Background: an optimization exercise with open tools, aiming at small area and few clock cycles. Do not read the settings as production practice. The RTL was checked by simulation tests, not by an equivalence proof against the original design.

## the baseline
==> module in_port, before the edit <==
module in_port
(
    input  logic        clk,
    input  logic        rst_n,
    input  logic        vld,
    input  logic        sop,
    input  logic        eop,
    input  logic [31:0] data,
    output logic        in_ready,
    input  logic        rd_sel,     
    input  logic        dsc_sel,    
    output logic [31:0] rd_data,    
    output logic [1:0]  dsc_prio,   
    output logic        avail,      
    input  logic        rd_adv,     
    input  logic        rd_pkt      
);
    logic [31:0] mem [16];
    logic [4:0]  wptr, wbase, rptr;
    logic        recv, drop, bad, full;
    logic [4:0]  len, cnt;
    logic [1:0]  prio, dest;
    logic [15:0] crc, crc_nxt;
    logic [4:0]  hlen, used;
    logic        nowr, fits, take_hdr, take_wr, word_ok, good_end;
    crc16_word crc16 (
        .crc_in  (crc),
        .data_in (data),
        .crc_out (crc_nxt)
    );
    assign hlen = data[4:0];
    assign nowr     = (hlen > 5'd16) | (eop != (hlen == '0));
    assign used     = wbase - rptr;
    assign fits     = ({1'b0, used} + hlen) <= 6'd16;
    assign in_ready = ~recv & ~drop & (nowr | (~full & fits));
    assign take_hdr = in_ready & vld & sop;
    assign take_wr  = take_hdr & ~nowr;
    assign word_ok  = recv & vld & ~bad & (cnt != len);
    assign good_end = word_ok & eop & (cnt + 1'b1 == len);
    always_ff @(posedge clk) begin
        if (word_ok) begin
            mem[wptr[3:0]] <= data;
        end
    end
    always_comb begin
        rd_data = dsc_sel ? {7'd0, dest, prio, len, crc} : 32'd0;
        for (int i = 0; i < 16; i++) begin
            rd_data = rd_data | ((rd_sel && rptr[3:0] == 4'(i)) ? mem[i] : 32'd0);
        end
    end
    assign dsc_prio = prio;
    assign avail   = full;
    always_ff @(posedge clk) begin
        if (take_wr) begin
            len  <= hlen;
            prio <= data[6:5];
            dest <= data[8:7];
            crc  <= 16'hFFFF;
            cnt  <= '0;
            bad  <= 1'b0;
        end else if (recv & vld) begin
            if (word_ok) begin
                crc <= crc_nxt;
                cnt <= cnt + 1'b1;
            end else begin
                bad <= 1'b1;
            end
        end
    end
    always_ff @(posedge clk) begin
        if (!rst_n) begin
            recv  <= 1'b0;
            drop  <= 1'b0;
            full  <= 1'b0;
            wptr  <= '0;
            wbase <= '0;
            rptr  <= '0;
        end else begin
            if (rd_adv) begin
                rptr <= rptr + 1'b1;
            end
            if (rd_pkt) begin
                full <= 1'b0;
            end
            if (take_hdr & nowr) begin
                drop <= ~eop;
            end else if (drop & vld & eop) begin
                drop <= 1'b0;
            end
            if (take_wr) begin
                recv <= ~eop;
                full <= eop;              
            end else if (recv & vld) begin
                if (word_ok) begin
                    wptr <= wptr + 1'b1;
                end
                if (eop) begin
                    recv <= 1'b0;
                    if (good_end) begin
                        full  <= 1'b1;
                        wbase <= wptr + 1'b1;
                    end else begin
                        wptr <= wbase;    
                    end
                end
            end
        end
    end
endmodule
==> module switch_ingress, before the edit <==
module switch_ingress
(
    input  logic        clk,
    input  logic        rst_n,
    input  logic        in0_vld,
    input  logic        in0_sop,
    input  logic        in0_eop,
    input  logic [31:0] in0_data,
    input  logic        in1_vld,
    input  logic        in1_sop,
    input  logic        in1_eop,
    input  logic [31:0] in1_data,
    output logic        in_ready0,
    output logic        in_ready1,
    output logic        out_vld,
    output logic        out_sop,
    output logic        out_eop,
    output logic        out_src,
    output logic [1:0]  out_dest,
    output logic [31:0] out_data,
    input  logic        out_ready
);
    logic [31:0] rd0, rd1, rd;
    logic [1:0]  pr0, pr1;
    logic        av0, av1;
    logic        busy, src, insop, last, ready_q;
    logic [4:0]  rem;
    logic [1:0]  dest_q;
    logic        pick1, start, cur, xfer;
    in_port port0 (
        .clk      (clk),
        .rst_n    (rst_n),
        .vld      (in0_vld),
        .sop      (in0_sop),
        .eop      (in0_eop),
        .data     (in0_data),
        .in_ready (in_ready0),
        .rd_sel   (~cur & ~out_sop),
        .dsc_sel  (~cur & out_sop),
        .rd_data  (rd0),
        .dsc_prio (pr0),
        .avail    (av0),
        .rd_adv   (xfer & ~cur & ~out_sop),
        .rd_pkt   (xfer & ~cur & out_sop)
    );
    in_port port1 (
        .clk      (clk),
        .rst_n    (rst_n),
        .vld      (in1_vld),
        .sop      (in1_sop),
        .eop      (in1_eop),
        .data     (in1_data),
        .in_ready (in_ready1),
        .rd_sel   (cur & ~out_sop),
        .dsc_sel  (cur & out_sop),
        .rd_data  (rd1),
        .dsc_prio (pr1),
        .avail    (av1),
        .rd_adv   (xfer & cur & ~out_sop),
        .rd_pkt   (xfer & cur & out_sop)
    );
    assign pick1 = av1 & (~av0 | (pr1 > pr0) | ((pr1 == pr0) & ~last));
    assign start = ~busy & (av0 | av1) & ready_q;
    assign cur   = busy ? src : pick1;
    assign rd    = rd0 | rd1;
    assign out_vld  = busy | start;
    assign out_sop  = ~busy | insop;
    assign out_eop  = out_sop ? (rd[20:16] == '0) : (rem == 5'd1);
    assign out_src  = cur;
    assign out_dest = out_sop ? rd[24:23] : dest_q;
    assign out_data = rd;
    assign xfer     = out_vld & out_ready;
    always_ff @(posedge clk) begin
        if (xfer & out_sop) begin
            dest_q <= rd[24:23];
        end
        if (xfer) begin
            rem <= out_sop ? rd[20:16] : rem - 1'b1;
        end
        if (~busy) begin
            src <= pick1;
        end
    end
    always_ff @(posedge clk) begin
        if (!rst_n) begin
            busy    <= 1'b0;
            insop   <= 1'b1;
            last    <= 1'b1;
            ready_q <= 1'b0;
        end else begin
            ready_q <= out_ready;
            if (start) begin
                last <= pick1;
            end
            if (xfer & out_eop) begin
                busy  <= 1'b0;
                insop <= 1'b1;
            end else if (out_vld) begin
                busy  <= 1'b1;
                insop <= out_sop & ~xfer;
            end
        end
    end
endmodule
make LEC_CHECK=0 CAP_MARGIN=20 CORE_MARGIN=2 CORE_UTILIZATION=40 PLACE_DENSITY=0.6 SLEW_MARGIN=20 finish   # period 7.5 ns
run.sh (not shown) runs the stock make flow with config.mk's settings and CLKGATE_MAP_FILE= SYNTH_SCRIPT=/design/flow/synth_recipe.tcl, a recipe that flattens the netlist after the stock synthesis.
Testbench counts of the baseline, summed over its fixed seeds: cycles 16,115.
For the candidate, these inputs were changed with respect to the baseline:
diff --git a/flow/design.v b/flow/design.v
--- a/flow/design.v
+++ b/flow/design.v
@@ -32,6 +32,7 @@
     input  logic        dsc_sel,    
     output logic [31:0] rd_data,    
     output logic [1:0]  dsc_prio,   
+    output logic [4:0]  dsc_len,    
     output logic        avail,      
     input  logic        rd_adv,     
     input  logic        rd_pkt      
@@ -53,7 +54,7 @@
     assign nowr     = (hlen > 5'd16) | (eop != (hlen == '0));
     assign used     = wbase - rptr;
     assign fits     = ({1'b0, used} + hlen) <= 6'd16;
-    assign in_ready = ~recv & ~drop & (nowr | (~full & fits));
+    assign in_ready = ~recv & ~drop & (nowr | ((~full | rd_pkt) & fits));
     assign take_hdr = in_ready & vld & sop;
     assign take_wr  = take_hdr & ~nowr;
     assign word_ok  = recv & vld & ~bad & (cnt != len);
@@ -70,6 +71,7 @@
         end
     end
     assign dsc_prio = prio;
+    assign dsc_len  = len;
     assign avail   = full;
     always_ff @(posedge clk) begin
         if (take_wr) begin
@@ -155,6 +157,9 @@
 );
     logic [31:0] rd0, rd1, rd;
     logic [1:0]  pr0, pr1;
+    logic [4:0]  ln0, ln1;
+    logic [3:0]  lowcnt;
+    logic        pmode, prio1;
     logic        av0, av1;
     logic        busy, src, insop, last, ready_q;
     logic [4:0]  rem;
@@ -172,6 +177,7 @@
         .dsc_sel  (~cur & out_sop),
         .rd_data  (rd0),
         .dsc_prio (pr0),
+        .dsc_len  (ln0),
         .avail    (av0),
         .rd_adv   (xfer & ~cur & ~out_sop),
         .rd_pkt   (xfer & ~cur & out_sop)
@@ -188,11 +194,14 @@
         .dsc_sel  (cur & out_sop),
         .rd_data  (rd1),
         .dsc_prio (pr1),
+        .dsc_len  (ln1),
         .avail    (av1),
         .rd_adv   (xfer & cur & ~out_sop),
         .rd_pkt   (xfer & cur & out_sop)
     );
-    assign pick1 = av1 & (~av0 | (pr1 > pr0) | ((pr1 == pr0) & ~last));
+    assign prio1 = (pr1 > pr0) | ((pr1 == pr0) & ~last);
+    assign pick1 = av1 & (~av0 | (pmode ? prio1 :
+                                  ((ln1 < ln0) | ((ln1 == ln0) & prio1))));
     assign start = ~busy & (av0 | av1) & ready_q;
     assign cur   = busy ? src : pick1;
     assign rd    = rd0 | rd1;
@@ -220,8 +229,16 @@
             insop   <= 1'b1;
             last    <= 1'b1;
             ready_q <= 1'b0;
+            lowcnt  <= 4'd0;
+            pmode   <= 1'b1;
         end else begin
             ready_q <= out_ready;
+            lowcnt  <= out_ready ? 4'd0 : lowcnt + (lowcnt != 4'd15);
+            if (lowcnt == 4'd15) begin
+                pmode <= 1'b1;
+            end else if (start) begin
+                pmode <= 1'b0;
+            end
             if (start) begin
                 last <= pick1;
             end
Notes after the runs:
- Per the comparison of the candidate with the baseline, first-pass GRT wire length moved up, final worst slack went down.
- The candidate vs. the baseline: wire length on met1 went up; cell area reported after detailed placement went down; count of non-CTS buffers in the layout went down.
- The baseline → the candidate: routed wire length grew by 2.0%; post-route cell area did not really move.
Testbench counts of the candidate, summed over its fixed seeds: cycles 15,698.

* * *

## east
The RTL this note starts from:
==> flow/design.v <==
`timescale 1ns/1ns
`default_nettype none
module crc16_word
(
    input  logic [15:0] crc_in,
    input  logic [31:0] data_in,
    output logic [15:0] crc_out
);
    logic fb;
    always_comb begin
        crc_out = crc_in;
        fb = 1'b0;
        for (int i = 31; i >= 0; i--) begin
            fb = crc_out[15] ^ data_in[i];
            crc_out = {crc_out[14:0], 1'b0} ^ (fb ? 16'h1021 : 16'h0000);
        end
    end
endmodule
`default_nettype wire
`timescale 1ns/1ns
`default_nettype none
module in_port
(
    input  logic        clk,
    input  logic        rst_n,
    input  logic        vld,
    input  logic        sop,
    input  logic        eop,
    input  logic [31:0] data,
    output logic        in_ready,
    input  logic        rd_sel,     
    input  logic        dsc_sel,    
    output logic [31:0] rd_data,    
    output logic [1:0]  dsc_prio,   
    output logic [4:0]  dsc_len,    
    output logic        avail,      
    input  logic        rd_adv,     
    input  logic        rd_pkt      
);
    logic [31:0] mem [16];
    logic [4:0]  wptr, wbase, rptr;
    logic        recv, bad, full;
    logic [4:0]  len;
    logic [1:0]  prio, dest;
    logic [15:0] crc, crc_nxt;
    logic [4:0]  hlen, used, cnt;
    logic        nowr, fits, take_hdr, take_wr, word_ok, good_end;
    crc16_word crc16 (
        .crc_in  (crc),
        .data_in (data),
        .crc_out (crc_nxt)
    );
    assign hlen = data[4:0];
    assign nowr     = (hlen > 5'd16) | (eop != (hlen == '0));
    assign used     = wbase - rptr;
    assign fits     = ({1'b0, used} + hlen) <= 6'd16;
    assign in_ready = ~recv & (nowr | ((~full | rd_pkt) & fits));
    assign take_hdr = in_ready & vld & sop;
    assign take_wr  = take_hdr & ~nowr;
    assign cnt      = wptr - wbase;       
    assign word_ok  = recv & vld & ~bad & (cnt != len);
    assign good_end = word_ok & eop & (cnt + 1'b1 == len);
    always_ff @(posedge clk) begin
        if (word_ok) begin
            mem[wptr[3:0]] <= data;
        end
    end
    always_comb begin
        rd_data = dsc_sel ? {7'd0, dest, prio, len, crc} : 32'd0;
        for (int i = 0; i < 16; i++) begin
            rd_data = rd_data | ((rd_sel && rptr[3:0] == 4'(i)) ? mem[i] : 32'd0);
        end
    end
    assign dsc_prio = prio;
    assign dsc_len  = len;
    assign avail    = full;
    always_ff @(posedge clk) begin
        if (take_wr) begin
            len  <= hlen;
            prio <= data[6:5];
            dest <= data[8:7];
            crc  <= 16'hFFFF;
        end else if (word_ok) begin
            crc  <= crc_nxt;
        end
    end
    always_ff @(posedge clk) begin
        if (!rst_n) begin
            recv  <= 1'b0;
            bad   <= 1'b0;
            full  <= 1'b0;
            wptr  <= '0;
            wbase <= '0;
            rptr  <= '0;
        end else begin
            if (rd_adv) begin
                rptr <= rptr + 1'b1;
            end
            if (rd_pkt) begin
                full <= 1'b0;
            end
            if (take_hdr) begin
                recv <= ~eop;
                bad  <= nowr;
                if (!nowr) begin
                    full <= eop;          
                end
            end else if (recv & vld) begin
                if (word_ok) begin
                    wptr <= wptr + 1'b1;
                end else begin
                    bad  <= 1'b1;
                end
                if (eop) begin
                    recv <= 1'b0;
                    if (good_end) begin
                        full  <= 1'b1;
                        wbase <= wptr + 1'b1;
                    end else begin
                        wptr <= wbase;    
                    end
                end
            end
        end
    end
endmodule
`default_nettype wire
`timescale 1ns/1ns
`default_nettype none
module switch_ingress
(
    input  logic        clk,
    input  logic        rst_n,
    input  logic        in0_vld,
    input  logic        in0_sop,
    input  logic        in0_eop,
    input  logic [31:0] in0_data,
    input  logic        in1_vld,
    input  logic        in1_sop,
    input  logic        in1_eop,
    input  logic [31:0] in1_data,
    output logic        in_ready0,
    output logic        in_ready1,
    output logic        out_vld,
    output logic        out_sop,
    output logic        out_eop,
    output logic        out_src,
    output logic [1:0]  out_dest,
    output logic [31:0] out_data,
    input  logic        out_ready
);
    logic [31:0] rd0, rd1, rd;
    logic [1:0]  pr0, pr1;
    logic [4:0]  ln0, ln1;
    logic [2:0]  lowcnt;
    logic        pmode, prio1;
    logic        av0, av1;
    logic        busy, src, insop, last, ready_q;
    logic [4:0]  rem;
    logic [1:0]  dest_q;
    logic        pick1, start, cur, xfer;
    in_port port0 (
        .clk      (clk),
        .rst_n    (rst_n),
        .vld      (in0_vld),
        .sop      (in0_sop),
        .eop      (in0_eop),
        .data     (in0_data),
        .in_ready (in_ready0),
        .rd_sel   (~cur & ~out_sop),
        .dsc_sel  (~cur & out_sop),
        .rd_data  (rd0),
        .dsc_prio (pr0),
        .dsc_len  (ln0),
        .avail    (av0),
        .rd_adv   (xfer & ~cur & ~out_sop),
        .rd_pkt   (xfer & ~cur & out_sop)
    );
    in_port port1 (
        .clk      (clk),
        .rst_n    (rst_n),
        .vld      (in1_vld),
        .sop      (in1_sop),
        .eop      (in1_eop),
        .data     (in1_data),
        .in_ready (in_ready1),
        .rd_sel   (cur & ~out_sop),
        .dsc_sel  (cur & out_sop),
        .rd_data  (rd1),
        .dsc_prio (pr1),
        .dsc_len  (ln1),
        .avail    (av1),
        .rd_adv   (xfer & cur & ~out_sop),
        .rd_pkt   (xfer & cur & out_sop)
    );
    assign prio1 = (pr1 > pr0) | ((pr1 == pr0) & ~last);
    assign pick1 = av1 & (~av0 | (pmode ? prio1 :
                                  ((ln1 < ln0) | ((ln1 == ln0) & prio1))));
    assign start = ~busy & (av0 | av1) & ready_q;
    assign cur   = busy ? src : pick1;
    assign rd    = rd0 | rd1;
    assign out_vld  = busy | start;
    assign out_sop  = ~busy | insop;
    assign out_eop  = out_sop ? (rd[20:16] == '0) : (rem == 5'd1);
    assign out_src  = cur;
    assign out_dest = out_sop ? rd[24:23] : dest_q;
    assign out_data = rd;
    assign xfer     = out_vld & out_ready;
    always_ff @(posedge clk) begin
        if (xfer & out_sop) begin
            dest_q <= rd[24:23];
        end
        if (xfer) begin
            rem <= out_sop ? rd[20:16] : rem - 1'b1;
        end
        if (~busy) begin
            src <= pick1;
        end
    end
    always_ff @(posedge clk) begin
        if (!rst_n) begin
            busy    <= 1'b0;
            insop   <= 1'b1;
            last    <= 1'b1;
            ready_q <= 1'b0;
            lowcnt  <= 3'd0;
            pmode   <= 1'b1;
        end else begin
            ready_q <= out_ready;
            lowcnt  <= out_ready ? 3'd0 : lowcnt + (lowcnt != 3'd7);
            if (lowcnt == 3'd7) begin
                pmode <= 1'b1;
            end else if (start) begin
                pmode <= 1'b0;
            end
            if (start) begin
                last <= pick1;
            end
            if (xfer & out_eop) begin
                busy  <= 1'b0;
                insop <= 1'b1;
            end else if (out_vld) begin
                busy  <= 1'b1;
                insop <= out_sop & ~xfer;
            end
        end
    end
endmodule
`default_nettype wire
clock: 7.5 ns
lec_check: 0
cap_margin: 20
core_margin: 2
core_utilization: 40
place_density: 0.6
slew_margin: 20
standard.sh (not shown) runs the stock make flow with config.mk's settings and CLKGATE_MAP_FILE= SYNTH_SCRIPT=/design/flow/synth_recipe.tcl, a recipe that flattens the netlist after the stock synthesis.
==> flow/flow/run.sh <==
#!/bin/bash
set -euo pipefail
export BUFFER_PORTS_ARGS="-buffer_cell sky130_fd_sc_hd__buf_1"
export CTS_ARGS="-sink_clustering_enable -repair_clock_nets -dont_use_dummy_load -sink_clustering_size 24 -sink_clustering_max_diameter 120"
bash standard.sh > standard_flow.log 2>&1
Testbench counts of east, summed over its fixed seeds: cycles 15,698.
The inputs of middle differ from those of east as listed below.
-- flow/design.v --
<<< east, line 40
    logic [31:0] mem [16];
    logic [4:0]  wptr, wbase, rptr;
    logic        recv, bad, full;
    logic [4:0]  len;
    logic [1:0]  prio, dest;
    logic [15:0] crc, crc_nxt;
    logic [4:0]  hlen, used, cnt;
    logic        nowr, fits, take_hdr, take_wr, word_ok, good_end;
    crc16_word crc16 (
>>> middle, line 40
    logic [31:0] mem [16];
    logic [4:0]  wptr, wbase, rptr;
    logic        recv, drop, bad, full;
    logic [4:0]  len, cnt;
    logic [1:0]  prio, dest;
    logic [15:0] crc, crc_nxt;
    logic [4:0]  hlen, used;
    logic        nowr, fits, take_hdr, take_wr, word_ok, good_end;
    crc16_word crc16 (
<<< east, line 55
    assign used     = wbase - rptr;
    assign fits     = ({1'b0, used} + hlen) <= 6'd16;
    assign in_ready = ~recv & (nowr | ((~full | rd_pkt) & fits));
    assign take_hdr = in_ready & vld & sop;
    assign take_wr  = take_hdr & ~nowr;
    assign cnt      = wptr - wbase;       
    assign word_ok  = recv & vld & ~bad & (cnt != len);
    assign good_end = word_ok & eop & (cnt + 1'b1 == len);
>>> middle, line 55
    assign used     = wbase - rptr;
    assign fits     = ({1'b0, used} + hlen) <= 6'd16;
    assign in_ready = ~recv & ~drop & (nowr | ((~full | rd_pkt) & fits));
    assign take_hdr = in_ready & vld & sop;
    assign take_wr  = take_hdr & ~nowr;
    assign word_ok  = recv & vld & ~bad & (cnt != len);
    assign good_end = word_ok & eop & (cnt + 1'b1 == len);
<<< east, line 74
    assign dsc_prio = prio;
    assign dsc_len  = len;
    assign avail    = full;
    always_ff @(posedge clk) begin
        if (take_wr) begin
>>> middle, line 73
    assign dsc_prio = prio;
    assign dsc_len  = len;
    assign avail   = full;
    always_ff @(posedge clk) begin
        if (take_wr) begin
<<< east, line 81
            dest <= data[8:7];
            crc  <= 16'hFFFF;
        end else if (word_ok) begin
            crc  <= crc_nxt;
        end
    end
>>> middle, line 80
            dest <= data[8:7];
            crc  <= 16'hFFFF;
            cnt  <= '0;
            bad  <= 1'b0;
        end else if (recv & vld) begin
            if (word_ok) begin
                crc <= crc_nxt;
                cnt <= cnt + 1'b1;
            end else begin
                bad <= 1'b1;
            end
        end
    end
<<< east, line 88
        if (!rst_n) begin
            recv  <= 1'b0;
            bad   <= 1'b0;
            full  <= 1'b0;
            wptr  <= '0;
>>> middle, line 94
        if (!rst_n) begin
            recv  <= 1'b0;
            drop  <= 1'b0;
            full  <= 1'b0;
            wptr  <= '0;
<<< east, line 100
                full <= 1'b0;
            end
            if (take_hdr) begin
                recv <= ~eop;
                bad  <= nowr;
                if (!nowr) begin
                    full <= eop;          
                end
            end else if (recv & vld) begin
                if (word_ok) begin
                    wptr <= wptr + 1'b1;
                end else begin
                    bad  <= 1'b1;
                end
                if (eop) begin
>>> middle, line 106
                full <= 1'b0;
            end
            if (take_hdr & nowr) begin
                drop <= ~eop;
            end else if (drop & vld & eop) begin
                drop <= 1'b0;
            end
            if (take_wr) begin
                recv <= ~eop;
                full <= eop;              
            end else if (recv & vld) begin
                if (word_ok) begin
                    wptr <= wptr + 1'b1;
                end
                if (eop) begin
<<< east, line 153
    logic [1:0]  pr0, pr1;
    logic [4:0]  ln0, ln1;
    logic [2:0]  lowcnt;
    logic        pmode, prio1;
    logic        av0, av1;
>>> middle, line 159
    logic [1:0]  pr0, pr1;
    logic [4:0]  ln0, ln1;
    logic [3:0]  lowcnt;
    logic        pmode, prio1;
    logic        av0, av1;
<<< east, line 224
            last    <= 1'b1;
            ready_q <= 1'b0;
            lowcnt  <= 3'd0;
            pmode   <= 1'b1;
        end else begin
            ready_q <= out_ready;
            lowcnt  <= out_ready ? 3'd0 : lowcnt + (lowcnt != 3'd7);
            if (lowcnt == 3'd7) begin
                pmode <= 1'b1;
            end else if (start) begin
>>> middle, line 230
            last    <= 1'b1;
            ready_q <= 1'b0;
            lowcnt  <= 4'd0;
            pmode   <= 1'b1;
        end else begin
            ready_q <= out_ready;
            lowcnt  <= out_ready ? 4'd0 : lowcnt + (lowcnt != 4'd15);
            if (lowcnt == 4'd15) begin
                pmode <= 1'b1;
            end else if (start) begin
[summary]
| share of the core filled with cells | east vs middle | ≈ equal |. east ended up with more cell instances than middle did. The run showing the smaller number of cells on the critical path is east. In middle the layout net count turned out 61 lower than in east. The setup slack of middle is smaller than that of east. NOTE: setup slack on the worst flop-to-flop path in middle exceeds that of east.
Testbench counts of middle, summed over its fixed seeds: cycles 15,698.

## separate check: timing with driven ports
No port has a modelled driver above. Below, the same layouts with a new extraction and two added sets of constraints.
Step 1 sets driving cells, clkbuf_16 on the clock port and buf_2 on the other inputs (assumed; they add their load-dependent delay and slew).
Step 2 also shifts input and output timing later by t, the mid clock arrival at the registers, as if the neighbouring blocks saw the same clock.
Three values: ideal ports, drivers, drivers and shift; two values: the first two.
run	t, ns	slack for setup (ns)	worst setup path at the end	slew at the worst register clock pin (ns)	cell pins on the clock port's net
the baseline	0.786	0.749 / 0.671 / 1.458	register to output	0.07 / 0.07	1
the candidate	0.768	0.454 / 0.379 / 1.147	register to output	0.07 / 0.07	1
east	0.709	1.048 / 0.979 / 1.688	register to output	0.11 / 0.11	1
middle	0.732	1.010 / 0.933 / 1.665	register to output	0.10 / 0.10	1
After both steps every run listed still meets setup and hold.
